Context: an optimization exercise on an open-source flow, tuned for small area, a short achievable clock period and few clock cycles per item. The choices shown serve that exercise and are no tape-out recipe. Where RTL was checked, it was by simulation tests only, not by an equivalence proof against the original. Function not checked in runs 3 and 4: the RTL went through the layout flow alone. Power is estimated from default activity; no workload was simulated.

[run.sh]
#!/bin/bash
# synth_recipe.tcl (not shown) runs the flow's synth.tcl, then flattens the netlist and writes it again
# the make line also repeats each setting of config.mk as NAME=value (left out here)
make -C /OpenROAD-flow-scripts/flow DESIGN_CONFIG=/design/flow/config.mk WORK_HOME=/design/flow/orfs CLKGATE_MAP_FILE= SYNTH_SCRIPT=/design/flow/synth_recipe.tcl finish
[config.mk]
export PLATFORM = sky130hd
export DESIGN_NAME = indexed_ordered_list
export DESIGN_NICKNAME = indexed_ordered_list
export VERILOG_FILES = /design/flow/design.v
export SDC_FILE = /design/flow/constraint.sdc
export NUM_CORES = 4
export LEC_CHECK = 0
export CAP_MARGIN = 20
export CORE_MARGIN = 2
export CORE_UTILIZATION = 45
export CTS_CLUSTER_DIAMETER = 100
export CTS_CLUSTER_SIZE = 25
export SETUP_SLACK_MARGIN = 3.1
export SLEW_MARGIN = 20
[constraint.sdc]
create_clock -name core_clock -period 6.0 [get_ports {i_clk}]
set_input_delay 1.2000 -clock core_clock [delete_from_list [all_inputs] [get_ports {i_clk}]]
set_output_delay 1.2000 -clock core_clock [all_outputs]
set_load 0.01 [all_outputs]
[design.v]
package iol_pkg;
    localparam int unsigned Cap  = 64;
    localparam int unsigned ValW = 32;
    localparam logic [2:0] MODE_GET  = 3'd0;
    localparam logic [2:0] MODE_HEAD = 3'd1;
    localparam logic [2:0] MODE_TAIL = 3'd2;
    localparam logic [2:0] MODE_AT   = 3'd3;
    localparam logic [2:0] MODE_DEL  = 3'd4;
    localparam logic [1:0] ST_DONE  = 2'd0;
    localparam logic [1:0] ST_RANGE = 2'd1;
    localparam logic [1:0] ST_FULL  = 2'd2;
endpackage
import iol_pkg::*;
module iol_mem (
    input  logic            i_clk,
    input  logic [Cap-1:0]  i_sel,
    input  logic            i_wr_en,
    input  logic [ValW-1:0] i_wr_data,
    output logic [ValW-1:0] o_rd_data
);
    logic [ValW-1:0] r_d [Cap];
    for (genvar i = 0; i < Cap; i++) begin : g_slot
        always_ff @(posedge i_clk) begin
            if (i_wr_en && i_sel[i]) r_d[i] <= i_wr_data;
        end
    end
    always_comb begin
        o_rd_data = '0;
        for (int i = 0; i < Cap; i++) o_rd_data |= {ValW{i_sel[i]}} & r_d[i];
    end
endmodule
import iol_pkg::*;
module iol_ctrl (
    input  logic             i_clk,
    input  logic             i_rst_n,
    input  logic             i_valid,
    output logic             o_ready,
    input  logic [47:0]      i_data,
    output logic [Cap-1:0]   o_sel,
    output logic             o_wr_en,
    output logic [ValW-1:0]  o_wr_data,
    input  logic [ValW-1:0]  i_rd_data,
    output logic             o_valid,
    input  logic             i_ready,
    output logic [47:0]      o_data
);
    logic            r1_v, r_fire;
    logic            r1_get, r1_ins, r1_at, r1_del;
    logic            r1_lt, r1_gt;    
    logic [ValW-1:0] r1_val;
    logic [Cap-1:0]  r1_oh;     
    logic [Cap-1:0]  r1_ge;     
    logic [6:0] r_len;
    logic [5:0] r_map [Cap];
    logic       full;
    assign full = r_len[6];
    logic            r2_v, r2_found, r2_wr;
    logic [Cap-1:0]  r2_sel;              
    logic [ValW-1:0] r2_val;
    logic [6:0]      r2_len;
    logic [1:0]      r2_st;
    logic [1:0]      r_qc;                
    logic [41:0]     r_q [2];             
    logic fire, take, pop, push;
    assign fire = r_fire;                 
    assign take = i_valid && o_ready;
    assign pop  = o_valid && i_ready;
    assign push = r2_v && (r_qc != 2'd2 || pop);
    logic ins_en, del_en;
    assign ins_en = fire && r1_ins && !full;
    assign del_en = fire && r1_del;
    logic [5:0] look;           
    always_comb begin
        look = '0;
        for (int i = 0; i < Cap; i++) look |= {6{r1_oh[i]}} & r_map[i];
    end
    logic       ins_ok, del_ok, found;
    logic [1:0] st;
    logic [6:0] len_n, len_eff;
    assign ins_ok = r1_ins && !full && !(r1_at && r1_gt);
    assign del_ok = r1_del && r1_lt;
    assign found  = r1_get && r1_lt;
    always_comb begin
        st = ST_DONE;
        if ((r1_get || r1_del) && !r1_lt) st = ST_RANGE;
        else if (r1_at && r1_gt) st = ST_RANGE;
        else if (r1_ins && full) st = ST_FULL;
    end
    assign len_n   = ins_ok ? r_len + 7'd1 : del_ok ? r_len - 7'd1 : r_len;
    assign len_eff = fire ? len_n : r_len;    
    logic [7:0]     hi_n, lo_n;
    logic [Cap-1:0] sel_n;
    for (genvar k = 0; k < 8; k++) begin : g_dec
        assign hi_n[k] = r1_get ? look[5:3] == 3'(k) : r_map[Cap-1][5:3] == 3'(k);
        assign lo_n[k] = r1_get ? look[2:0] == 3'(k) : r_map[Cap-1][2:0] == 3'(k);
    end
    for (genvar i = 0; i < Cap; i++) begin : g_sel
        assign sel_n[i] = hi_n[i / 8] && lo_n[i % 8];
    end
    logic [2:0] in_mode;
    logic [9:0] in_pos, in_pe;
    logic       in_get, in_head, in_tail, in_at, in_del;
    assign in_mode = i_data[2:0];
    assign in_pos  = i_data[12:3];
    assign in_get  = in_mode == MODE_GET;
    assign in_head = in_mode == MODE_HEAD;
    assign in_tail = in_mode == MODE_TAIL;
    assign in_at   = in_mode == MODE_AT;
    assign in_del  = in_mode == MODE_DEL;
    assign in_pe   = in_head ? 10'd0 : in_tail ? {3'b0, len_eff} : in_pos;
    logic [41:0] res;
    logic        q0_res, q0_next, q0_keep;
    assign o_sel     = r2_sel;
    assign o_wr_en   = r2_wr;
    assign o_wr_data = r2_val;
    assign res = {r2_len, r2_st, r2_found, i_rd_data | {ValW{!r2_found}}};
    assign q0_res  = push && r_qc - {1'b0, pop} == 2'd0;
    assign q0_next = !q0_res && pop;
    assign q0_keep = !q0_res && !pop;
    always_ff @(posedge i_clk) begin
        if (o_ready) begin
            r1_get <= in_get;
            r1_ins <= in_head || in_tail || in_at;
            r1_at  <= in_at;
            r1_del <= in_del;
            r1_lt  <= in_pos < {3'b0, len_eff};
            r1_gt  <= in_pos > {3'b0, len_eff};
            r1_val <= i_data[44:13];
            for (int i = 0; i < Cap; i++) begin
                r1_oh[i] <= in_pe == 10'(i);
                r1_ge[i] <= !in_get && in_pe <= 10'(i);
            end
        end
        if (fire) begin
            r_len    <= len_n;
            r2_sel   <= sel_n;
            r2_wr    <= ins_en;
            r2_val   <= r1_val;
            r2_found <= found;
            r2_len   <= len_n;
            r2_st    <= st;
        end
        for (int i = 0; i < Cap; i++) begin
            if (ins_en && i > 0 && r1_ge[i-1 < 0 ? 0 : i-1])
                r_map[i] <= r_map[i-1 < 0 ? 0 : i-1];
            else if (ins_en && r1_oh[i]) r_map[i] <= r_map[Cap-1];
            else if (del_en && r1_ge[i])
                r_map[i] <= (i == Cap - 1) ? look : r_map[i+1 > Cap-1 ? Cap-1 : i+1];
        end
        r_q[0] <= ({42{q0_res}} & res) | ({42{q0_next}} & r_q[1]) | ({42{q0_keep}} & r_q[0]);
        if (push && r_qc - {1'b0, pop} == 2'd1) r_q[1] <= res;
        if (!i_rst_n) begin
            r1_v    <= 1'b0;
            r_fire  <= 1'b0;
            r2_v    <= 1'b0;
            r_qc    <= '0;
            o_valid <= 1'b0;
            r_len   <= '0;
            o_ready <= 1'b1;
            for (int i = 0; i < Cap; i++) r_map[i] <= 6'(i);
        end else begin
            logic       n1v, n2v, nfire;
            logic [1:0] nqc;
            n1v   = take || (r1_v && !fire);
            n2v   = fire || (r2_v && !push);
            nqc   = r_qc - {1'b0, pop} + {1'b0, push};
            nfire = n1v && ({1'b0, n2v} + nqc <= 2'd2);
            r1_v    <= n1v;
            r_fire  <= nfire;
            r2_v    <= n2v;
            r_qc    <= nqc;
            o_valid <= nqc != 2'd0;
            o_ready <= !n1v || nfire;
        end
    end
    assign o_data = {2'b00, 4'b0, r_q[0]};
endmodule
import iol_pkg::*;
module indexed_ordered_list (
    input  logic        i_clk,
    input  logic        i_rst_n,
    input  logic        s_axis_tvalid,
    output logic        s_axis_tready,
    input  logic [47:0] s_axis_tdata,    
    output logic        m_axis_tvalid,
    input  logic        m_axis_tready,
    output logic [47:0] m_axis_tdata     
);
    logic [Cap-1:0]  sel;
    logic            wr_en;
    logic [ValW-1:0] wr_data, rd_data;
    iol_mem u_mem (
        .i_clk(i_clk), .i_sel(sel), .i_wr_en(wr_en), .i_wr_data(wr_data),
        .o_rd_data(rd_data)
    );
    iol_ctrl u_ctrl (
        .i_clk(i_clk), .i_rst_n(i_rst_n),
        .i_valid(s_axis_tvalid), .o_ready(s_axis_tready), .i_data(s_axis_tdata),
        .o_sel(sel), .o_wr_en(wr_en), .o_wr_data(wr_data), .i_rd_data(rd_data),
        .o_valid(m_axis_tvalid), .i_ready(m_axis_tready), .o_data(m_axis_tdata)
    );
endmodule
==> flow_summary.rst, run 1 <==
.. list-table::
   :header-rows: 1

   * - Metric
     - Value
   * - Number of cells on the worst hold path
     - 0
   * - Reg2reg end
     - u_ctrl.r2_sel[54]
   * - Number of library cell types mapped by synthesis
     - 75
   * - Fin. max-slew vios
     - 0
   * - Die width
     - 498 µm
   * - Kind of launch point of the worst setup path
     - register
   * - Net switching fraction of the power
     - 38.6%
   * - Die extent in y
     - 498 µm
   * - Primary flip-flop cell chosen by synthesis mapping
     - sky130_fd_sc_hd__edfxtp_1
   * - Clock power share
     - 19.5%
   * - Seq cells post-synth
     - 2803
   * - Setup WS pre-CTS
     - 1.18 ns
   * - Max clock buf depth
     - 3
   * - Core outline area
     - 243000 µm²
   * - Number of cells after detailed placement
     - 10800
   * - Ports
     - 102
   * - Share of Yosys cell area claimed by the top area cell type
     - 64.5%
   * - Final setup TNS
     - 0 ns
   * - Tightest slew margin relative to the limit
     - 13.3%
   * - Data required time at the worst endpoint
     - 6.75 ns
   * - Sum of net half-perimeters after detailed placement
     - 314000 µm
   * - Setup repair after global routing missed its margin
     - yes
   * - Final hold violation count
     - 0
   * - Avg WL per Cell
     - 46.0 µm
   * - Critical Path AT
     - 4.15 ns
   * - Post-detailed-placement cell area
     - 116000 µm²
   * - Cell breakdown of the critical path
     - a22o_1 -> a221oi_2 -> nand4_1 -> or4_4 -> mux2i_4 -> and2_4 -> nand2b_4 -> nor2_1
   * - Post-Syn Instances
     - 7837
   * - Antenna violations before repair
     - 45
   * - Worst Reg-to-Reg Cells
     - 8
   * - Area taken by flip-flops and latches
     - 79800 µm²
   * - Post-cts hold buffer count
     - 0
   * - Part of the total power dissipated in combinational logic
     - 30.4%
   * - Final Net Count
     - 8074
   * - Cell Int Power
     - 34.6 mW
   * - Filler cells
     - 20500
   * - Launch point of the worst hold path
     - u_ctrl.r1_val[29]
   * - Area leader, netlist
     - sky130_fd_sc_hd__edfxtp_1
   * - Master cell of the clock root buffer
     - sky130_fd_sc_hd__clkbuf_16
   * - Starting utilization of the core area
     - 45.2%
   * - Vias in the first global route
     - 74200
   * - Clock period minus final worst setup slack
     - 3.40 ns
   * - Total gr overflow
     - 0
   * - Pin count of the biggest net entering global routing
     - 163
   * - Mean area per synthesized cell
     - 14.0 µm²
   * - Worst hold slack after final layout
     - 0.426 ns
   * - Total area of multi-input combinational cells
     - 29900 µm²
   * - Number of buffers added on ports
     - 92
   * - Remaining antenna violation count after routing
     - 0
   * - Finish-stage setup viols
     - 0
   * - 1st-iter DRT viols
     - 18100
   * - Part of the total power dissipated in sequential elements
     - 50.1%
   * - Total power per unit cell area
     - 456 nW/µm²
   * - Kind of critical path
     - register to register
   * - Slowest cell on crit path
     - sky130_fd_sc_hd__or4_4
   * - Area of the mapped netlist
     - 110000 µm²
   * - Overall fraction of global-route tracks in use
     - 40.6%
   * - Synth top cells by count
     - sky130_fd_sc_hd__edfxtp_1 (2363), sky130_fd_sc_hd__a22oi_1 (781), sky130_fd_sc_hd__nor2_1 (537)
   * - Inserted Clock Buffers
     - 137
   * - CTS tree
     - done
   * - Number of cells in the finished layout apart from fillers
     - 11300
   * - Non-Filler Cell Area, Final
     - 124000 µm²
   * - Ratio of cells with drive above 1 in the final layout
     - 13.4%
   * - Leakage power of the design
     - 41.0 nW
   * - Clock transition at the registers of the reported paths
     - 0.11 ns
   * - Clock tree skew after final layout
     - 0.0670 ns
   * - Highest cell delay on the worst timing path
     - 0.74 ns
   * - Type of destination of the critical path
     - register
   * - Synth async-reset ratio
     - 0%
   * - Total length of routed wires
     - 520000 µm
   * - Detailed-route vias per instance
     - 7.42
   * - Internal reg-to-reg setup slack
     - 2.60 ns
   * - Maximum clock frequency
     - 294 MHz
   * - Die outline area
     - 248000 µm²
   * - Overall power after layout
     - 56.4 mW
   * - Row cnt
     - 181
   * - Part of the Yosys area used for sequential elements
     - 72.5%
   * - First-pass GRT wire length
     - 679000 µm
   * - Post-layout utilization of the core
     - 50.9%
   * - Run status
     - complete, no violations
   * - Net switching power figure
     - 21.8 mW
   * - Total number of vias
     - 83800
   * - Area growth from synthesis to layout
     - 12.4%
   * - Number of violations of the max-capacitance limit
     - 0
   * - Final routed DRC violation total
     - 0
   * - Insertion delay to the later sink of the worst-skew pair
     - 0.89 ns
   * - FF-to-FF Start
     - u_ctrl.r_map[51][3]
   * - CTS H-tree lvls
     - 4
   * - Yosys Warn Count
     - 5
   * - Clock tree sinks
     - 2803
   * - GP Congestion
     - 1.05
   * - Final WS setup
     - 2.60 ns
   * - Worst Path Max Fanout
     - 8
   * - Main area contributors after synthesis
     - sky130_fd_sc_hd__edfxtp_1 (64%), sky130_fd_sc_hd__dfxtp_1 (8.0%), sky130_fd_sc_hd__a22oi_1 (5.3%), sky130_fd_sc_hd__a221oi_1 (2.8%), sky130_fd_sc_hd__a22o_1 (2.7%)
   * - EDFF count, synth
     - 2363
   * - First drt pass iteration count
     - 9
   * - Transition time at the pin with the least slew margin
     - 1.30 ns
   * - End point of the worst hold path
     - u_ctrl.r2_val[29]
   * - Leading cell type by number of instances after synthesis
     - sky130_fd_sc_hd__edfxtp_1
   * - Path type of the worst min-delay path
     - register to register
   * - Peak supply drop
     - 0.633 mV
   * - Period Utilization, post-route
     - 56.7%
==> worst max path at each step <==
| stage | cells past startpoint | from | endpoint | slack [ns] |
|---|---|---|---|---|
| finish | 8 | u_ctrl.r_map[51][3] | u_ctrl.r2_sel[54] | 2.60 |
| global route | 10 | u_ctrl.r1_oh[16] | u_ctrl.r2_sel[54] | 2.65 |
| CTS | 9 | u_ctrl.r1_oh[16] | u_ctrl.r2_sel[56] | 2.81 |
| detailed placement | 9 | s_axis_tdata[0] | u_ctrl.r1_ge[6] | 1.18 |
| global placement | 9 | s_axis_tdata[0] | u_ctrl.r1_ge[6] | 1.22 |
| floorplan | 12 | s_axis_tdata[0] | u_ctrl.r1_ge[30] | 2.82 |
==> sequential cells by signal (all words and copies together) (netlist names), 7 cells and up <==
signal	cells
u_ctrl.r_q	84
u_ctrl.r1_val	32
u_ctrl.r2_sel	64
u_ctrl.r1_oh	64
u_ctrl.r2_len	7
u_ctrl.r1_ge	64
u_mem.r_d	2048
u_ctrl.r2_val	32
u_ctrl.r_len	7
u_ctrl.r_map	384
==> timing repair <==
item / CTS / global route
setup buffers: 198 / 28
cloned: 9 / 2
endpoints found under the setup margin: 1392 / 336
pin swaps: 61 / 67
gates resized for setup: 344 / 146
==> cells by family after synthesis <==
group | share of synthesized area [%]
AOI/OAI and AO/OA | 15.6
adders and majority gates | 0.136
DFF | 72.5
xor gates and xnor gates | 0.103
buffers and inverters | 2.18
and+or+nand+nor | 8.41
other | 0.00341
muxes | 1.07
==> per-layer routing <==
| layer | global-route usage [%] | routed length [µm] | vias up |
|---|---|---|---|
| li1 | - | - | 31700 |
| met1 | 58.1 | 195000 | 42600 |
| met2 | 55.7 | 209000 | 8083 |
| met3 | 13.5 | 86000 | 1417 |
| met4 | 18.3 | 29800 | 24 |
| met5 | 0 | 161 | - |
==> worst max-delay path, delay by kind of cell (launching register included) <==
kind            cells  cell delay (ns)
mux                 1             0.26
flops               1             0.56
compound gates      2             0.71
simple gates        5             1.72
==> area by class of cell <==
cell class                 instances  area share, %
sequential                      2803           64.5
multi-input combinational       4422           24.1
timing repair buffer             605           4.57
tap                             3202           3.24
clock buffer                     177           2.93
clock inverter                    34          0.413
inverter                          38          0.137
antenna                           18         0.0364
timing repair inverter             3         0.0212
==> power groups by stage <==
stage	registers, mW	clock network, mW	logic, mW
2_1_floorplan	27.9	0	6.49
3_3_place_gp	28.9	0	14.0
3_5_place_dp	29.0	0	14.1
4_1_cts	28.1	11.0	15.9
5_1_grt	28.4	11.6	17.0
6_report	28.3	11.0	17.1
==> cell usage in the layout, fill, tap and decap left out, types with 19 or more instances in the layout <==
cell type,instances
sky130_fd_sc_hd__edfxtp_1,2363
sky130_fd_sc_hd__o211ai_1,119
sky130_fd_sc_hd__nor2_2,23
sky130_fd_sc_hd__dfxtp_1,422
sky130_fd_sc_hd__inv_1,31
sky130_fd_sc_hd__a211oi_1,104
sky130_fd_sc_hd__clkdlybuf4s50_1,43
sky130_fd_sc_hd__nor2b_1,46
sky130_fd_sc_hd__dlygate4sd2_1,44
sky130_fd_sc_hd__a222oi_1,32
sky130_fd_sc_hd__buf_6,39
sky130_fd_sc_hd__o21ai_0,182
sky130_fd_sc_hd__buf_4,408
sky130_fd_sc_hd__a31oi_1,19
sky130_fd_sc_hd__a22o_1,343
sky130_fd_sc_hd__nand2_1,505
sky130_fd_sc_hd__a221oi_1,319
sky130_fd_sc_hd__nor2_1,503
sky130_fd_sc_hd__or4_4,34
sky130_fd_sc_hd__and3_1,27
sky130_fd_sc_hd__nor3_1,82
sky130_fd_sc_hd__and2_4,27
sky130_fd_sc_hd__mux2i_1,102
sky130_fd_sc_hd__and2_1,25
sky130_fd_sc_hd__o21ai_1,38
sky130_fd_sc_hd__nand4_1,201
sky130_fd_sc_hd__clkbuf_1,38
sky130_fd_sc_hd__nand3_1,300
sky130_fd_sc_hd__a22oi_1,767
sky130_fd_sc_hd__a221oi_2,30
sky130_fd_sc_hd__clkbuf_16,141
sky130_fd_sc_hd__buf_12,50
sky130_fd_sc_hd__and2_2,43
sky130_fd_sc_hd__a21oi_1,201
Testbench counts, summed over its fixed seeds: cycles 20,024, items 20,000.
==> inputs of run 2 (changes only) <==
--- a/design.v
+++ b/design.v
@@ -46,4 +46,5 @@
 );
     logic            r1_v, r_fire;
+    logic            r_hold1, r_hold2;    
     logic            r1_get, r1_ins, r1_at, r1_del;
     logic            r1_lt, r1_gt;    
@@ -109,4 +110,9 @@
     assign in_del  = in_mode == MODE_DEL;
     assign in_pe   = in_head ? 10'd0 : in_tail ? {3'b0, len_eff} : in_pos;
+    logic [Cap-1:0] oh_n, ge_n;
+    for (genvar i = 0; i < Cap; i++) begin : g_in
+        assign oh_n[i] = in_pe == 10'(i);
+        assign ge_n[i] = !in_get && in_pe <= 10'(i);
+    end
     logic [41:0] res;
     logic        q0_res, q0_next, q0_keep;
@@ -127,14 +133,12 @@
             r1_gt  <= in_pos > {3'b0, len_eff};
             r1_val <= i_data[44:13];
-            for (int i = 0; i < Cap; i++) begin
-                r1_oh[i] <= in_pe == 10'(i);
-                r1_ge[i] <= !in_get && in_pe <= 10'(i);
-            end
-        end
+        end
+        r1_oh  <= ({Cap{o_ready}} & oh_n) | ({Cap{r_hold1}} & r1_oh);
+        r1_ge  <= ({Cap{o_ready}} & ge_n) | ({Cap{r_hold1}} & r1_ge);
+        r2_sel <= ({Cap{fire}} & sel_n) | ({Cap{r_hold2}} & r2_sel);
+        r2_val <= ({ValW{fire}} & r1_val) | ({ValW{r_hold2}} & r2_val);
         if (fire) begin
             r_len    <= len_n;
-            r2_sel   <= sel_n;
             r2_wr    <= ins_en;
-            r2_val   <= r1_val;
             r2_found <= found;
             r2_len   <= len_n;
@@ -153,4 +157,6 @@
             r1_v    <= 1'b0;
             r_fire  <= 1'b0;
+            r_hold2 <= 1'b1;
+            r_hold1 <= 1'b0;
             r2_v    <= 1'b0;
             r_qc    <= '0;
@@ -168,4 +174,6 @@
             r1_v    <= n1v;
             r_fire  <= nfire;
+            r_hold2 <= !nfire;
+            r_hold1 <= !(!n1v || nfire);
             r2_v    <= n2v;
             r_qc    <= nqc;
==> flow_summary.rst, run 2 <==
.. list-table::
   :header-rows: 1

   * - Metric
     - Value
   * - Finish-stage setup viols
     - 0 (unchanged)
   * - Final setup TNS
     - 0 ns (unchanged)
   * - Yosys Warn Count
     - 5 (unchanged)
   * - CTS tree
     - done
   * - Max clock buf depth
     - 3 (unchanged)
   * - Final routed DRC violation total
     - 0 (unchanged)
   * - FF-to-FF Start
     - u_ctrl.r2_wr
   * - Most common library cell in the layout ignoring fill and taps
     - sky130_fd_sc_hd__edfxtp_1
   * - EDFF count, synth
     - 2139 (-9.5%)
   * - 1st-iter DRT viols
     - 17300 (-4.5%)
   * - Cell breakdown of the critical path
     - buf_4 -> and2_2 -> buf_4
   * - End point of the worst hold path
     - u_ctrl.r2_val[31]
   * - Leading cell type by number of instances after synthesis
     - sky130_fd_sc_hd__edfxtp_1
   * - CP delay by family, top
     - buffers and inverters
   * - Part of the Yosys area used for sequential elements
     - 70.7% (-1.8 points)
   * - Basic-gate share of the synthesized area counting and, or, nand and nor cells
     - 8.42% (about the same)
   * - Net switching power figure
     - 16.1 mW (-26%)
   * - Fin. max-slew vios
     - 0 (unchanged)
   * - Kind of launch point of the worst setup path
     - register
   * - Post-Syn Instances
     - 8127 (+3.7%)
   * - Avg WL per Cell
     - 45.0 µm (-2.2%)
   * - Die extent in y
     - 498 µm (-0.16%)
   * - Total number of vias
     - 84200 (+0.46%)
   * - Post-synthesis mux area share
     - 0.754% (-0.31 points)
   * - Final Net Count
     - 8091 (+0.21%)
   * - Type of destination of the critical path
     - register
   * - Insertion delay to the later sink of the worst-skew pair
     - 0.89 ns (about the same)
   * - Setup repair after global routing missed its margin
     - yes
   * - Remaining antenna violation count after routing
     - 0 (unchanged)
   * - Number of cells on the worst hold path
     - 1 (+1)
   * - Cell Int Power
     - 31.3 mW (-9.7%)
   * - Master cell of the clock root buffer
     - sky130_fd_sc_hd__clkbuf_16
   * - Part of the total power dissipated in combinational logic
     - 18.6% (-12 points)
   * - First drt pass iteration count
     - 7 (-2)
   * - Inserted Clock Buffers
     - 136 (-0.73%)
   * - Post-synthesis compound-gate area fraction
     - 17.3% (+1.7 points)
   * - Run status
     - complete, no violations
   * - Launch point of the worst hold path
     - u_ctrl.r1_val[31]
   * - Net switching fraction of the power
     - 33.9% (-4.7 points)
   * - Sum of net half-perimeters after detailed placement
     - 307000 µm (-2.3%)
   * - GP Congestion
     - 1.05 (about the same)
   * - Clock period minus final worst setup slack
     - 3.20 ns (-0.204 ns)
   * - Internal reg-to-reg setup slack
     - 2.80 ns (+0.20 ns)
   * - Die width
     - 498 µm (-0.16%)
   * - Core outline area
     - 243000 µm² (-0.19%)
   * - Dominant combinational cell family by area after synthesis
     - compound AO/OA/AOI/OAI gates
   * - Clock power share
     - 23.0% (+3.5 points)
   * - Detailed-route vias per instance
     - 7.43 (+0.23%)
   * - Parity-gate share of the synthesized area counting xor and xnor cells
     - 0.104% (+0.00033 points)
   * - Antenna violations before repair
     - 27 (-40%)
   * - Worst Reg-to-Reg Cells
     - 3 (-5)
   * - Final hold violation count
     - 0 (unchanged)
   * - Tightest slew margin relative to the limit
     - 14.9% (+1.6 points)
   * - Commonest non-fill, non-tap cells in the layout
     - sky130_fd_sc_hd__edfxtp_1 (2139), sky130_fd_sc_hd__a22oi_1 (835), sky130_fd_sc_hd__nand2_1 (597)
   * - Vias in the first global route
     - 75600 (+1.8%)
   * - Clock tree sinks
     - 2805 (+0.071%)
   * - Non-Filler Cell Area, Final
     - 122000 µm² (-1.7%)
   * - Reg2reg end
     - u_mem.r_d[30][23]
   * - WP buf/inv
     - 2 (+2)
   * - Row cnt
     - 181 (unchanged)
   * - Seq cells post-synth
     - 2805 (+0.071%)
   * - Critical Path AT
     - 3.66 ns (-0.49 ns)
   * - Filler cells
     - 20600 (+0.41%)
   * - Total power per unit cell area
     - 389 nW/µm² (-15%)
   * - Highest cell delay on the worst timing path
     - 0.96 ns (+0.22 ns)
   * - Total gr overflow
     - 0 (unchanged)
   * - Ratio of cells with drive above 1 in the final layout
     - 12.9% (-0.58 points)
   * - Main area contributors after synthesis
     - sky130_fd_sc_hd__edfxtp_1 (59%), sky130_fd_sc_hd__dfxtp_1 (12%), sky130_fd_sc_hd__a22oi_1 (5.8%), sky130_fd_sc_hd__a22o_1 (3.4%), sky130_fd_sc_hd__a221oi_1 (2.7%)
   * - Path type of the worst min-delay path
     - register to register
   * - Biggest register
     - u_mem.r_d
   * - Transition time at the pin with the least slew margin
     - 1.28 ns (-0.0238 ns)
   * - Number of violations of the max-capacitance limit
     - 0 (unchanged)
   * - Worst Path Max Fanout
     - 64 (+56)
   * - Starting utilization of the core area
     - 45.2% (-0.060 points)
   * - Period Utilization, post-route
     - 53.3% (-3.4 points)
   * - Synth top cells by count
     - sky130_fd_sc_hd__edfxtp_1 (2139), sky130_fd_sc_hd__a22oi_1 (848), sky130_fd_sc_hd__dfxtp_1 (666)
   * - Synth async-reset ratio
     - 0% (unchanged)
   * - Final WS setup
     - 2.80 ns (+0.204 ns)
   * - Peak supply drop
     - 0.350 mV (-45%)
   * - Primary flip-flop cell chosen by synthesis mapping
     - sky130_fd_sc_hd__edfxtp_1
   * - Pin count of the biggest net entering global routing
     - 116 (-29%)
   * - Clock transition at the registers of the reported paths
     - 0.10 ns (about the same)
   * - Post-detailed-placement cell area
     - 114000 µm² (-1.1%)
   * - Mean area per synthesized cell
     - 13.5 µm² (-3.9%)
   * - Fraction of the mapped netlist area in adder cells
     - 0.137% (+0.00044 points)
   * - Number of flip-flops under the largest register name
     - 2048 (unchanged)
   * - Leakage power of the design
     - 39.0 nW (-5.1%)
   * - Area of the mapped netlist
     - 110000 µm² (-0.32%)
   * - Maximum clock frequency
     - 313 MHz (+6.4%)
   * - Number of library cell types mapped by synthesis
     - 77 (+2.7%)
   * - Top Registers
     - u_mem.r_d (2048), u_ctrl.r_map (384), u_ctrl.r_q (84)
   * - Data required time at the worst endpoint
     - 6.46 ns (-0.29 ns)
   * - Number of buffers added on ports
     - 92 (unchanged)
   * - First-pass GRT wire length
     - 671000 µm (-1.2%)
   * - Part of the total power dissipated in sequential elements
     - 58.4% (+8.3 points)
   * - Total length of routed wires
     - 509000 µm (-2.0%)
   * - Clock tree skew after final layout
     - 0.0757 ns (+0.00871 ns)
   * - Die outline area
     - 248000 µm² (-0.31%)
   * - CTS H-tree lvls
     - 4 (unchanged)
   * - Cell repeated most along the worst path
     - sky130_fd_sc_hd__buf_4
   * - Area leader, netlist
     - sky130_fd_sc_hd__edfxtp_1
   * - Overall fraction of global-route tracks in use
     - 39.7% (-0.88 points)
   * - Setup WS pre-CTS
     - 1.61 ns (+0.431 ns)
   * - Area growth from synthesis to layout
     - 10.9%
   * - Slowest cell on crit path
     - sky130_fd_sc_hd__and2_2
   * - Kind of critical path
     - register to register
   * - Share of Yosys cell area claimed by the top area cell type
     - 58.6% (-5.9 points)
   * - Ports
     - 102 (unchanged)
-- run 2: changes by cell type in the layout (fill, tap and decap cells not counted), sizes merged, moves of 25 or more --
| cell | before | now |
|---|---|---|
| a211oi | 106 | 72 |
| a21oi | 214 | 244 |
| a22o | 345 | 424 |
| a22oi | 781 | 849 |
| a32o | 2 | 27 |
| buf | 512 | 337 |
| dfxtp | 440 | 666 |
| edfxtp | 2363 | 2139 |
| mux2i | 107 | 70 |
| nand2 | 540 | 621 |
| nand3 | 307 | 343 |
| nor2 | 539 | 435 |
| o211ai | 119 | 161 |
| o21ai | 227 | 283 |
-- run 2: power by group through the flow --
stage               clock network, mW  registers (mW)  logic, mW
global placement                    0            27.8       7.45
global route                     11.5            27.7       8.84
detailed placement                  0            28.0       7.50
CTS                              10.9            27.5       8.04
floorplan                           0            26.1       3.93
finish                           10.9            27.7       8.81
-- run 2: repair_timing --
action,4_1_cts,5_1_grt
setup endpoints to repair,1304,615
hold buffers,0,0
buffers inserted,59,46
gates resized for setup,433,147
gates cloned,5,4
pin swaps,42,58
-- run 2: logic make-up after synthesis --
logic type,count (synthesis)
fa+ha+maj,12
compound gates,2550
xor+xnor,13
flops,2805
mux,79
buf+inv,709
simple gates,1958
other cells,1
-- run 2: how the worst max path moves through the flow --
stage | start | to | slack, ns | cells after the start
4_1_cts | u_ctrl.r2_wr | u_mem.r_d[59][18] | 2.93 | 3
3_5_place_dp | s_axis_tdata[2] | u_ctrl.r1_ge[22] | 1.61 | 9
6_report | u_ctrl.r2_wr | u_mem.r_d[30][23] | 2.80 | 3
3_3_place_gp | s_axis_tdata[2] | u_ctrl.r1_ge[26] | 1.62 | 9
5_1_grt | u_ctrl.r2_wr | u_mem.r_d[55][23] | 2.95 | 3
2_1_floorplan | s_axis_tdata[2] | u_ctrl.r1_ge[52] | 2.87 | 9
-- run 2: cell type report --
class	instances	area (µm²)	share of cell area, %
diodes	17	42.5	0.0350
clock buffers	191	3690	3.04
clock inverters	29	420	0.346
inverters	29	136	0.112
multi-input cells	4623	31300	25.7
flip-flops and latches	2805	78000	64.1
well taps	3202	4010	3.29
repair buffers	429	4030	3.32
repair inverters	3	26.3	0.0216
-- run 2: metrics by stage --
step | cells | util (%) | hold slack, ns | total power [mW]
final | 11300 | 50.1 | 0.461 | 47.4
after global routing | 11300 | 50.1 | 0.478 | 48.0
after CTS | 11300 | 49.6 | 0.462 | 46.4
after detailed placement | 11000 | 47.1 | 0.444 | 35.5
after global placement | 11000 | 47.1 | 0.432 | 35.2
after floorplan | 8132 | - | 0.424 | 30.0
-- run 2: layer usage --
| layer | wire [µm] | share of wire, % | track usage (%) | vias up |
|---|---|---|---|---|
| li1 | - | - | - | 32100 |
| met1 | 169000 | 33 | 48.8 | 42200 |
| met2 | 219000 | 43 | 59.2 | 7832 |
| met3 | 70000 | 14 | 10.7 | 2005 |
| met4 | 50400 | 9.9 | 31.4 | 6 |
| met5 | 55 | 0.011 | 0 | - |
Testbench counts of run 2, summed over its fixed seeds: cycles 20,024, items 20,000.
==> inputs of run 3 (changes only) <==
--- a/design.v
+++ b/design.v
@@ -47,4 +47,5 @@
     logic            r1_v, r_fire;
     logic            r_hold1, r_hold2;    
+    logic            r_ins_go, r_del_go;
     logic            r1_get, r1_ins, r1_at, r1_del;
     logic            r1_lt, r1_gt;    
@@ -69,6 +70,6 @@
     assign push = r2_v && (r_qc != 2'd2 || pop);
     logic ins_en, del_en;
-    assign ins_en = fire && r1_ins && !full;
-    assign del_en = fire && r1_del;
+    assign ins_en = r_ins_go;             
+    assign del_en = r_del_go;             
     logic [5:0] look;           
     always_comb begin
@@ -159,4 +160,6 @@
             r_hold2 <= 1'b1;
             r_hold1 <= 1'b0;
+            r_ins_go <= 1'b0;
+            r_del_go <= 1'b0;
             r2_v    <= 1'b0;
             r_qc    <= '0;
@@ -176,4 +179,7 @@
             r_hold2 <= !nfire;
             r_hold1 <= !(!n1v || nfire);
+            r_ins_go <= nfire && !len_eff[6] &&
+                        (o_ready ? (in_head || in_tail || in_at) : r1_ins);
+            r_del_go <= nfire && (o_ready ? in_del : r1_del);
             r2_v    <= n2v;
             r_qc    <= nqc;
==> flow_summary.rst, run 3 <==
.. list-table::
   :header-rows: 1

   * - Metric
     - Value
   * - Area growth from synthesis to layout
     - 11.0%
   * - Area taken by flip-flops and latches
     - 78000 µm² (about the same)
   * - Commonest non-fill, non-tap cells in the layout
     - sky130_fd_sc_hd__edfxtp_1 (2137), sky130_fd_sc_hd__a22oi_1 (785), sky130_fd_sc_hd__nand2_1 (646)
   * - Top Registers
     - u_mem.r_d (2048), u_ctrl.r_map (384), u_ctrl.r_q (84)
   * - Antenna violations before repair
     - 26 (-3.7%)
   * - Ratio of cells with drive above 1 in the final layout
     - 13.1% (+0.21 points)
   * - Overall fraction of global-route tracks in use
     - 39.3% (-0.39 points)
   * - Data required time at the worst endpoint
     - 6.84 ns (+0.38 ns)
   * - End point of the worst hold path
     - u_ctrl.r1_ge[63]
   * - Master cell of the clock root buffer
     - sky130_fd_sc_hd__clkbuf_16
   * - Clock tree sinks
     - 2807 (+0.071%)
   * - Area leader, netlist
     - sky130_fd_sc_hd__edfxtp_1
   * - Number of flip-flops under the largest register name
     - 2048 (unchanged)
   * - Run status
     - complete, no violations
   * - Starting utilization of the core area
     - 45.2% (about the same)
   * - Internal reg-to-reg setup slack
     - 2.93 ns (+0.13 ns)
   * - FF-to-FF Start
     - u_ctrl.r1_oh[10]
   * - Final setup TNS
     - 0 ns (unchanged)
   * - Critical Path AT
     - 3.91 ns (+0.25 ns)
   * - Post-layout utilization of the core
     - 50.2% (+0.064 points)
   * - Remaining antenna violation count after routing
     - 0 (unchanged)
   * - Row cnt
     - 181 (unchanged)
   * - Most common library cell in the layout ignoring fill and taps
     - sky130_fd_sc_hd__edfxtp_1
   * - Highest cell delay on the worst timing path
     - 0.62 ns (-0.34 ns)
   * - Number of library cell types mapped by synthesis
     - 83 (+7.8%)
   * - Number of violations of the max-capacitance limit
     - 0 (unchanged)
   * - CTS tree
     - done
   * - Biggest register
     - u_mem.r_d
   * - Total number of vias
     - 82100 (-2.5%)
   * - Sum of net half-perimeters after detailed placement
     - 306000 µm (-0.17%)
   * - EDFF count, synth
     - 2137 (-0.094%)
   * - Primary flip-flop cell chosen by synthesis mapping
     - sky130_fd_sc_hd__edfxtp_1
   * - Worst Reg-to-Reg Cells
     - 8 (+5)
   * - WP buf/inv
     - 1 (-1)
   * - Leakage power of the design
     - 40.3 nW (+3.3%)
   * - Main area contributors after synthesis
     - sky130_fd_sc_hd__edfxtp_1 (58%), sky130_fd_sc_hd__dfxtp_1 (12%), sky130_fd_sc_hd__a22oi_1 (5.4%), sky130_fd_sc_hd__a22o_1 (4.9%), sky130_fd_sc_hd__a221oi_1 (3.0%)
   * - Avg WL per Cell
     - 45.4 µm (+1.0%)
   * - Part of the Yosys area used for sequential elements
     - 70.7% (about the same)
   * - 1st-iter DRT viols
     - 16300 (-6.2%)
   * - CP delay by family, top
     - simple AND/OR/NAND/NOR gates
   * - Final routed DRC violation total
     - 0 (unchanged)
   * - Synth async-reset ratio
     - 0% (unchanged)
   * - Total power per unit cell area
     - 387 nW/µm² (-0.66%)
   * - Finish-stage setup viols
     - 0 (unchanged)
   * - Clock tree skew after final layout
     - 0.0545 ns (-0.0213 ns)
   * - Yosys Warn Count
     - 5 (unchanged)
   * - Die outline area
     - 248000 µm² (+0.11%)
   * - Die extent in y
     - 498 µm (about the same)
   * - Cell breakdown of the critical path
     - buf_12 -> a22oi_2 -> nand4_1 -> or3_1 -> or4_4 -> mux2i_4 -> or4b_4 -> o21ai_2
   * - Total length of routed wires
     - 505000 µm (-0.93%)
   * - Final Net Count
     - 7870 (-2.7%)
   * - Synth top cells by count
     - sky130_fd_sc_hd__edfxtp_1 (2137), sky130_fd_sc_hd__a22oi_1 (794), sky130_fd_sc_hd__dfxtp_1 (670)
   * - First drt pass iteration count
     - 7 (unchanged)
   * - Vias in the first global route
     - 74200 (-1.8%)
   * - Type of destination of the critical path
     - register
   * - Total area of multi-input combinational cells
     - 31300 µm² (+0.13%)
   * - Seq cells post-synth
     - 2807 (+0.071%)
   * - Ports
     - 102 (unchanged)
   * - Clock period minus final worst setup slack
     - 3.07 ns (-0.130 ns)
   * - Die width
     - 498 µm (about the same)
   * - Number of cells in the finished layout apart from fillers
     - 11100 (-1.9%)
   * - Total gr overflow
     - 0 (unchanged)
   * - Peak supply drop
     - 0.350 mV (about the same)
   * - Clock transition at the registers of the reported paths
     - 0.11 ns (about the same)
   * - Leading cell type by number of instances after synthesis
     - sky130_fd_sc_hd__edfxtp_1
   * - Path type of the worst min-delay path
     - register to register
   * - Worst Path Max Fanout
     - 8 (-88%)
   * - Core outline area
     - 243000 µm² (about the same)
   * - Final hold violation count
     - 0 (unchanged)
   * - Worst hold slack after final layout
     - 0.462 ns (+0.00110 ns)
   * - GP Congestion
     - 1.06 (+0.33%)
   * - Setup repair after global routing missed its margin
     - yes
   * - Area of the mapped netlist
     - 110000 µm² (+0.12%)
   * - Inserted Clock Buffers
     - 140 (+2.9%)
   * - Detailed-route vias per instance
     - 7.39 (-0.62%)
   * - Launch point of the worst hold path
     - u_ctrl.r1_ge[63]
   * - Maximum clock frequency
     - 326 MHz (+4.2%)
   * - Kind of launch point of the worst setup path
     - register
   * - Pin count of the biggest net entering global routing
     - 202 (+74%)
   * - Period Utilization, post-route
     - 51.1% (-2.2 points)
   * - Filler cells
     - 20600 (-0.29%)
   * - Share of Yosys cell area claimed by the top area cell type
     - 58.4% (-0.12 points)
   * - Number of cells after detailed placement
     - 10800 (-2.0%)
   * - Fin. max-slew vios
     - 0 (unchanged)
   * - Post-Syn Instances
     - 7894 (-2.9%)
   * - Transition time at the pin with the least slew margin
     - 1.25 ns (-0.0280 ns)
   * - Insertion delay to the later sink of the worst-skew pair
     - 0.91 ns (+0.02 ns)
   * - Kind of critical path
     - register to register
   * - Number of buffers added on ports
     - 92 (unchanged)
   * - Reg2reg end
     - u_ctrl.r2_sel[50]
   * - CTS H-tree lvls
     - 4 (unchanged)
   * - Slowest cell on crit path
     - sky130_fd_sc_hd__or4b_4
   * - Overall power after layout
     - 47.2 mW (-0.44%)
   * - Mean area per synthesized cell
     - 13.9 µm² (+3.1%)
   * - Number of cells on the worst hold path
     - 2 (+1)
   * - Tightest slew margin relative to the limit
     - 16.7% (+1.9 points)
   * - Max clock buf depth
     - 3 (unchanged)
   * - First-pass GRT wire length
     - 665000 µm (-0.88%)
## run 3: layout make-up
cell class / instances / share of cell area [%]
Antenna cell: 12 / 0.0246
Clock buffer: 197 / 3.15
Clock inverter: 34 / 0.402
Inverter: 23 / 0.0852
Multi-Input combinational cell: 4398 / 25.7
Sequential cell: 2807 / 64.0
Tap cell: 3202 / 3.29
Timing Repair Buffer: 436 / 3.40
## run 3: power by group
group	internal (mW)	total, mW	leakage, nW	switching [mW]
clock network	4.71	11.3	2.09	6.61
logic	2.52	8.54	13.2	6.01
registers	24.2	27.3	25.0	3.08
## run 3: worst max path at each step
stage	from	endpoint	depth (start not counted)
2_1_floorplan	m_axis_tready	u_ctrl.r_q[1][0]	7
3_3_place_gp	s_axis_tdata[2]	u_ctrl.r1_ge[22]	8
3_5_place_dp	s_axis_tdata[2]	u_ctrl.r1_ge[22]	8
4_1_cts	u_ctrl.r1_oh[10]	u_ctrl.r2_sel[18]	8
5_1_grt	u_ctrl.r1_oh[58]	u_ctrl.r2_sel[17]	11
6_report	u_ctrl.r1_oh[10]	u_ctrl.r2_sel[50]	8
## run 3: worst min-delay path, cell delays in order, from the launching register on
cell and delay (ns):
sky130_fd_sc_hd__dfxtp_1 0.32, sky130_fd_sc_hd__nand2_1 0.06, sky130_fd_sc_hd__nand2_1 0.05
## run 3: cell families after synthesis
logic type / Yosys count / synth area share (%)
buf+inv: 698 / 2.46
compound gates: 2419 / 17.3
xor+xnor: 11 / 0.0877
fa+ha+maj: 12 / 0.137
flops: 2807 / 70.7
other cells: 1 / 0.00342
simple gates: 1788 / 7.91
mux: 158 / 1.46
## run 3: stage by stage
| step | instance area (µm²) | setup slack, ns |
|---|---|---|
| floorplan | 110000 | 3.03 |
| global placement | 114000 | 1.38 |
| detailed placement | 114000 | 1.38 |
| CTS | 121000 | 2.93 |
| global route | 122000 | 2.93 |
| finish | 122000 | 2.93 |
## run 3: routing by layer
metal	global-route usage, %	vias up	part of all wire, %
li1	-	31600	-
met1	50.5	41800	35
met2	58.4	7079	43
met3	10.2	1625	13
met4	26.7	20	8.4
met5	0.328	-	0.046
## run 3: repair_timing
action                     in CTS  in global routing
pin swaps                      69                 60
setup endpoints to repair    1140                482
hold buffers                    0                  0
resized for setup             454                130
setup buffers                  68                 37
cloned                          2                  3
==> inputs of run 4 (changes only) <==
--- a/design.v
+++ b/design.v
@@ -14,5 +14,6 @@
 module iol_mem (
     input  logic            i_clk,
-    input  logic [Cap-1:0]  i_sel,
+    input  logic [7:0]      i_sel_hi,
+    input  logic [7:0]      i_sel_lo,
     input  logic            i_wr_en,
     input  logic [ValW-1:0] i_wr_data,
@@ -20,12 +21,14 @@
 );
     logic [ValW-1:0] r_d [Cap];
+    logic [Cap-1:0]  sel;
     for (genvar i = 0; i < Cap; i++) begin : g_slot
+        assign sel[i] = i_sel_hi[i / 8] && i_sel_lo[i % 8];
         always_ff @(posedge i_clk) begin
-            if (i_wr_en && i_sel[i]) r_d[i] <= i_wr_data;
+            if (i_wr_en && sel[i]) r_d[i] <= i_wr_data;
         end
     end
     always_comb begin
         o_rd_data = '0;
-        for (int i = 0; i < Cap; i++) o_rd_data |= {ValW{i_sel[i]}} & r_d[i];
+        for (int i = 0; i < Cap; i++) o_rd_data |= {ValW{sel[i]}} & r_d[i];
     end
 endmodule
@@ -37,5 +40,6 @@
     output logic             o_ready,
     input  logic [47:0]      i_data,
-    output logic [Cap-1:0]   o_sel,
+    output logic [7:0]       o_sel_hi,
+    output logic [7:0]       o_sel_lo,
     output logic             o_wr_en,
     output logic [ValW-1:0]  o_wr_data,
@@ -46,6 +50,4 @@
 );
     logic            r1_v, r_fire;
-    logic            r_hold1, r_hold2;    
-    logic            r_ins_go, r_del_go;
     logic            r1_get, r1_ins, r1_at, r1_del;
     logic            r1_lt, r1_gt;    
@@ -58,5 +60,5 @@
     assign full = r_len[6];
     logic            r2_v, r2_found, r2_wr;
-    logic [Cap-1:0]  r2_sel;              
+    logic [7:0]      r2_hi, r2_lo;        
     logic [ValW-1:0] r2_val;
     logic [6:0]      r2_len;
@@ -70,6 +72,6 @@
     assign push = r2_v && (r_qc != 2'd2 || pop);
     logic ins_en, del_en;
-    assign ins_en = r_ins_go;             
-    assign del_en = r_del_go;             
+    assign ins_en = fire && r1_ins && !full;
+    assign del_en = fire && r1_del;
     logic [5:0] look;           
     always_comb begin
@@ -91,12 +93,8 @@
     assign len_n   = ins_ok ? r_len + 7'd1 : del_ok ? r_len - 7'd1 : r_len;
     assign len_eff = fire ? len_n : r_len;    
-    logic [7:0]     hi_n, lo_n;
-    logic [Cap-1:0] sel_n;
+    logic [7:0] hi_n, lo_n;
     for (genvar k = 0; k < 8; k++) begin : g_dec
         assign hi_n[k] = r1_get ? look[5:3] == 3'(k) : r_map[Cap-1][5:3] == 3'(k);
         assign lo_n[k] = r1_get ? look[2:0] == 3'(k) : r_map[Cap-1][2:0] == 3'(k);
-    end
-    for (genvar i = 0; i < Cap; i++) begin : g_sel
-        assign sel_n[i] = hi_n[i / 8] && lo_n[i % 8];
     end
     logic [2:0] in_mode;
@@ -111,12 +109,8 @@
     assign in_del  = in_mode == MODE_DEL;
     assign in_pe   = in_head ? 10'd0 : in_tail ? {3'b0, len_eff} : in_pos;
-    logic [Cap-1:0] oh_n, ge_n;
-    for (genvar i = 0; i < Cap; i++) begin : g_in
-        assign oh_n[i] = in_pe == 10'(i);
-        assign ge_n[i] = !in_get && in_pe <= 10'(i);
-    end
     logic [41:0] res;
     logic        q0_res, q0_next, q0_keep;
-    assign o_sel     = r2_sel;
+    assign o_sel_hi  = r2_hi;
+    assign o_sel_lo  = r2_lo;
     assign o_wr_en   = r2_wr;
     assign o_wr_data = r2_val;
@@ -134,12 +128,15 @@
             r1_gt  <= in_pos > {3'b0, len_eff};
             r1_val <= i_data[44:13];
-        end
-        r1_oh  <= ({Cap{o_ready}} & oh_n) | ({Cap{r_hold1}} & r1_oh);
-        r1_ge  <= ({Cap{o_ready}} & ge_n) | ({Cap{r_hold1}} & r1_ge);
-        r2_sel <= ({Cap{fire}} & sel_n) | ({Cap{r_hold2}} & r2_sel);
-        r2_val <= ({ValW{fire}} & r1_val) | ({ValW{r_hold2}} & r2_val);
+            for (int i = 0; i < Cap; i++) begin
+                r1_oh[i] <= in_pe == 10'(i);
+                r1_ge[i] <= !in_get && in_pe <= 10'(i);
+            end
+        end
         if (fire) begin
             r_len    <= len_n;
+            r2_hi    <= hi_n;
+            r2_lo    <= lo_n;
             r2_wr    <= ins_en;
+            r2_val   <= r1_val;
             r2_found <= found;
             r2_len   <= len_n;
@@ -158,8 +155,4 @@
             r1_v    <= 1'b0;
             r_fire  <= 1'b0;
-            r_hold2 <= 1'b1;
-            r_hold1 <= 1'b0;
-            r_ins_go <= 1'b0;
-            r_del_go <= 1'b0;
             r2_v    <= 1'b0;
             r_qc    <= '0;
@@ -177,9 +170,4 @@
             r1_v    <= n1v;
             r_fire  <= nfire;
-            r_hold2 <= !nfire;
-            r_hold1 <= !(!n1v || nfire);
-            r_ins_go <= nfire && !len_eff[6] &&
-                        (o_ready ? (in_head || in_tail || in_at) : r1_ins);
-            r_del_go <= nfire && (o_ready ? in_del : r1_del);
             r2_v    <= n2v;
             r_qc    <= nqc;
@@ -201,15 +189,16 @@
     output logic [47:0] m_axis_tdata     
 );
-    logic [Cap-1:0]  sel;
+    logic [7:0]      sel_hi, sel_lo;
     logic            wr_en;
     logic [ValW-1:0] wr_data, rd_data;
     iol_mem u_mem (
-        .i_clk(i_clk), .i_sel(sel), .i_wr_en(wr_en), .i_wr_data(wr_data),
-        .o_rd_data(rd_data)
+        .i_clk(i_clk), .i_sel_hi(sel_hi), .i_sel_lo(sel_lo), .i_wr_en(wr_en),
+        .i_wr_data(wr_data), .o_rd_data(rd_data)
     );
     iol_ctrl u_ctrl (
         .i_clk(i_clk), .i_rst_n(i_rst_n),
         .i_valid(s_axis_tvalid), .o_ready(s_axis_tready), .i_data(s_axis_tdata),
-        .o_sel(sel), .o_wr_en(wr_en), .o_wr_data(wr_data), .i_rd_data(rd_data),
+        .o_sel_hi(sel_hi), .o_sel_lo(sel_lo), .o_wr_en(wr_en), .o_wr_data(wr_data),
+        .i_rd_data(rd_data),
         .o_valid(m_axis_tvalid), .i_ready(m_axis_tready), .o_data(m_axis_tdata)
     );
--- a/config.mk
+++ b/config.mk
@@ -8,5 +8,5 @@
 export CAP_MARGIN = 20
 export CORE_MARGIN = 2
-export CORE_UTILIZATION = 45
+export CORE_UTILIZATION = 50
 export CTS_CLUSTER_DIAMETER = 100
 export CTS_CLUSTER_SIZE = 25
==> flow_summary.rst, run 4 <==
.. list-table::
   :header-rows: 1

   * - Metric
     - Value
   * - Run status
     - complete, no violations
   * - Row cnt
     - 172 (-5.0%)
   * - Total length of routed wires
     - 546000 µm (+8.1%)
   * - Kind of launch point of the worst setup path
     - register
   * - Vias in the first global route
     - 76600 (+3.1%)
   * - Biggest register
     - u_mem.r_d
   * - Die width
     - 474 µm (-4.9%)
   * - Met2 Resource Use GR
     - 65.8% (+7.4 points)
   * - Total gr overflow
     - 0 (unchanged)
   * - CTS H-tree lvls
     - 4 (unchanged)
   * - Total power per unit cell area
     - 471 nW/µm² (+22%)
   * - Inserted Clock Buffers
     - 134 (-4.3%)
   * - GP Congestion
     - 1.05 (-0.43%)
   * - Final WS setup
     - 2.54 ns (-0.394 ns)
   * - Finish-stage setup viols
     - 0 (unchanged)
   * - Overall fraction of global-route tracks in use
     - 47.2% (+7.9 points)
   * - Commonest non-fill, non-tap cells in the layout
     - sky130_fd_sc_hd__edfxtp_1 (2315), sky130_fd_sc_hd__buf_4 (568), sky130_fd_sc_hd__a22oi_1 (513)
   * - First drt pass iteration count
     - 13 (+6)
   * - Area leader, netlist
     - sky130_fd_sc_hd__edfxtp_1
   * - Remaining antenna violation count after routing
     - 0 (unchanged)
   * - Post-Syn Instances
     - 7943 (+0.62%)
   * - Fraction of the mapped netlist area in adder cells
     - 0.136% (-0.00060 points)
   * - Yosys Warn Count
     - 5 (unchanged)
   * - Clock tree skew after final layout
     - 0.0484 ns (-0.00608 ns)
   * - Post-synthesis compound-gate area fraction
     - 17.1% (-0.21 points)
   * - Number of library cell types mapped by synthesis
     - 93 (+12%)
   * - Maximum clock frequency
     - 289 MHz (-11%)
   * - Leakage power of the design
     - 43.5 nW (+8.1%)
   * - Most common library cell in the layout ignoring fill and taps
     - sky130_fd_sc_hd__edfxtp_1
   * - Antenna violations before repair
     - 40 (+54%)
   * - Synth async-reset ratio
     - 0% (unchanged)
   * - Mean area per synthesized cell
     - 13.9 µm² (-0.18%)
   * - Detailed-route vias per instance
     - 7.71 (+4.4%)
   * - Die extent in y
     - 474 µm (-4.9%)
   * - Setup WS pre-CTS
     - 1.25 ns (-0.123 ns)
   * - Insertion delay to the later sink of the worst-skew pair
     - 0.89 ns (-0.02 ns)
   * - CTS tree
     - done
   * - Period Utilization, post-route
     - 57.7% (+6.6 points)
   * - Kind of critical path
     - register to register
   * - Setup repair after global routing missed its margin
     - yes
   * - Final hold violation count
     - 0 (unchanged)
   * - Cell repeated most along the worst path
     - sky130_fd_sc_hd__buf_4
   * - Die outline area
     - 224000 µm² (-9.5%)
   * - GR Util met3
     - 18.3% (+8.1 points)
   * - Type of destination of the critical path
     - register
   * - Clock tree sinks
     - 2755 (-1.9%)
   * - Seq cells post-synth
     - 2755 (-1.9%)
   * - Max clock buf depth
     - 3 (unchanged)
   * - Pin count of the biggest net entering global routing
     - 116 (-43%)
   * - Ratio of cells with drive above 1 in the final layout
     - 19.1% (+6.0 points)
   * - Core outline area
     - 220000 µm² (-9.7%)
   * - Main area contributors after synthesis
     - sky130_fd_sc_hd__edfxtp_1 (63%), sky130_fd_sc_hd__dfxtp_1 (8.0%), sky130_fd_sc_hd__a22o_1 (3.7%), sky130_fd_sc_hd__a22oi_1 (3.6%), sky130_fd_sc_hd__a221oi_1 (3.3%)
   * - Slowest cell on crit path
     - sky130_fd_sc_hd__or4_4
   * - Share of Yosys cell area claimed by the top area cell type
     - 63.0% (+4.6 points)
   * - Primary flip-flop cell chosen by synthesis mapping
     - sky130_fd_sc_hd__edfxtp_1
   * - Clock transition at the registers of the reported paths
     - 0.10 ns (about the same)
   * - Cell breakdown of the critical path
     - buf_4 -> buf_4 -> and2_4 -> buf_4 -> a221oi_2 -> nand4_1 -> or4_4 -> or2_4
   * - Final Net Count
     - 8454 (+7.4%)
   * - Sum of net half-perimeters after detailed placement
     - 331000 µm (+8.1%)
   * - Synth top cells by count
     - sky130_fd_sc_hd__edfxtp_1 (2315), sky130_fd_sc_hd__a22oi_1 (532), sky130_fd_sc_hd__nor2_1 (502)
   * - Clock period minus final worst setup slack
     - 3.46 ns (+0.394 ns)
   * - Worst Path Max Fanout
     - 14 (+6)
   * - Top Registers
     - u_mem.r_d (2048), u_ctrl.r_map (384), u_ctrl.r_q (84)
   * - Starting utilization of the core area
     - 50.2% (+5.1 points)
   * - Part of the Yosys area used for sequential elements
     - 71.0% (+0.36 points)
   * - Layer with the highest usage after global routing
     - met2
   * - Final routed DRC violation total
     - 0 (unchanged)
   * - Total number of vias
     - 88000 (+7.3%)
   * - 1st-iter DRT viols
     - 19000 (+17%)
   * - Fin. max-slew vios
     - 0 (unchanged)
   * - Data required time at the worst endpoint
     - 6.63 ns (-0.21 ns)
   * - Number of buffers added on ports
     - 92 (unchanged)
   * - Path type of the worst min-delay path
     - register to register
   * - Filler cells
     - 17300 (-16%)
   * - Peak supply drop
     - 0.327 mV (-6.8%)
   * - Tightest slew margin relative to the limit
     - 11.1% (-5.6 points)
   * - Master cell of the clock root buffer
     - sky130_fd_sc_hd__clkbuf_16
   * - Critical Path AT
     - 4.10 ns (+0.19 ns)
   * - Highest cell delay on the worst timing path
     - 0.81 ns (+0.19 ns)
   * - Area growth from synthesis to layout
     - 16.9%
   * - Final setup TNS
     - 0 ns (unchanged)
   * - Basic-gate share of the synthesized area counting and, or, nand and nor cells
     - 8.18% (+0.27 points)
   * - Post-synthesis mux area share
     - 0.928% (-0.53 points)
   * - Number of violations of the max-capacitance limit
     - 0 (unchanged)
   * - Transition time at the pin with the least slew margin
     - 1.33 ns (+0.0838 ns)
   * - Dominant combinational cell family by area after synthesis
     - compound AO/OA/AOI/OAI gates
   * - Leading cell type by number of instances after synthesis
     - sky130_fd_sc_hd__edfxtp_1
   * - Met1 GRT Util
     - 60.9% (+10 points)
   * - Avg WL per Cell
     - 47.8 µm (+5.2%)
   * - Number of flip-flops under the largest register name
     - 2048 (unchanged)
   * - Ports
     - 102 (unchanged)
   * - Area of the mapped netlist
     - 110000 µm² (+0.44%)
   * - Parity-gate share of the synthesized area counting xor and xnor cells
     - 0.0953% (+0.0076 points)
   * - First-pass GRT wire length
     - 705000 µm (+6.1%)
   * - EDFF count, synth
     - 2315 (+8.3%)
-- run 4: power by group --
group          internal, mW  switching (mW)  leakage, nW
clock                  4.61            6.47         1.99
sequential             24.7            2.23         25.1
combinational          6.90            15.8         16.4
-- run 4: worst max-delay path, delay by kind of cell (launching register included) --
kind	cells	cell delay [ns]
AO/OA/AOI/OAI	1	0.28
buffers and inverters	3	0.66
flip-flops	1	0.45
AND/OR/NAND/NOR	4	1.84
-- run 4: area by class of cell --
type | count | area, µm² | area share [%]
Timing Repair Buffer | 947 | 10100 | 7.83
Inverter | 70 | 372 | 0.288
Clock inverter | 25 | 402 | 0.311
Clock buffer | 221 | 3780 | 2.93
Tap cell | 2871 | 3590 | 2.79
Antenna cell | 47 | 118 | 0.0912
Sequential cell | 2755 | 78400 | 60.8
Multi-Input combinational cell | 4482 | 32200 | 25.0
-- run 4: what timing repair did --
item,CTS,global route
gates resized for setup,717,326
buffers inserted,359,179
setup endpoints to repair,2165,400
pin swaps,147,158
gates cloned,17,9
hold buffers,0,0
-- run 4: worst paths after layout --
check | depth (start not counted) | start | slack, ns | end
hold reg to reg | 0 | u_ctrl.r1_val[29] | 0.42 | u_ctrl.r2_val[29]
setup / recovery | 8 | u_ctrl.r2_lo[1] | 2.54 | u_ctrl.r_q[1][1]
hold / removal | 0 | u_ctrl.r1_val[29] | 0.42 | u_ctrl.r2_val[29]
setup reg to reg | 8 | u_ctrl.r2_lo[1] | 2.54 | u_ctrl.r_q[1][1]
-- run 4: cells by family after synthesis --
logic type | count (synthesis)
flops | 2755
compound gates | 2454
xor+xnor | 12
simple gates | 1889
mux | 101
buf+inv | 719
fa+ha+maj | 12
other cells | 1
-- run 4: layer usage --
layer | wire length [µm] | part of all wire, %
met1 | 186000 | 34
met2 | 221000 | 41
met3 | 90800 | 17
met4 | 47900 | 8.8
met5 | 321 | 0.059
-- run 4: metrics by stage --
stage / utilization (%) / hold slack, ns / cell area (µm²) / power, mW / instances
after global placement: 52.4 / 0.401 / 115000 / 43.8 / 10600
after global routing: 58.7 / 0.425 / 129000 / 60.9 / 11400
after floorplan: - / 0.400 / 111000 / 34.1 / 7948
final: 58.7 / 0.418 / 129000 / 60.7 / 11400
after CTS: 57.3 / 0.422 / 126000 / 57.8 / 11200
after detailed placement: 52.4 / 0.405 / 115000 / 44.0 / 10600

## static timing again, ports no longer ideal
The results above use ideal ports. As a check the final layouts listed here were re-extracted and re-timed, cells and wires unchanged. Step 1: set_driving_cell puts a clkbuf_16 on i_clk and a buf_2 on each other input, an assumption about the parent block. Step 2 moves the port delays by t, midway between the first and last clock arrival at a register: inputs arrive t later, outputs are due t later. That takes back most of the time a late clock gives input paths. Three values: no drivers, after step 1, after step 2; two values: the first two.
run | shift t [ns] | setup WS [ns] | hold WS [ns] | latest minus earliest clock arrival (ns) | worst register clock-pin slew, ns
run 1 | 0.955 | 2.598 / 2.598 / 2.271 | 0.426 / 0.426 / 0.426 | 0.072 / 0.073 | 0.11 / 0.11
run 2 | 0.949 | 2.802 / 2.802 / 2.451 | 0.461 / 0.461 / 0.461 | 0.103 / 0.102 | 0.11 / 0.11
run 3 | 0.971 | 2.931 / 2.931 / 2.321 | 0.462 / 0.462 / 0.462 | 0.066 / 0.066 | 0.11 / 0.11
run 4 | 0.955 | 2.537 / 2.537 / 2.232 | 0.418 / 0.418 / 0.418 | 0.051 / 0.051 | 0.11 / 0.11
After both steps every run listed still meets setup and hold. For run 3, which loses most, drivers alone change the setup slack by 0.000 ns; drivers and shift together by -0.610 ns.
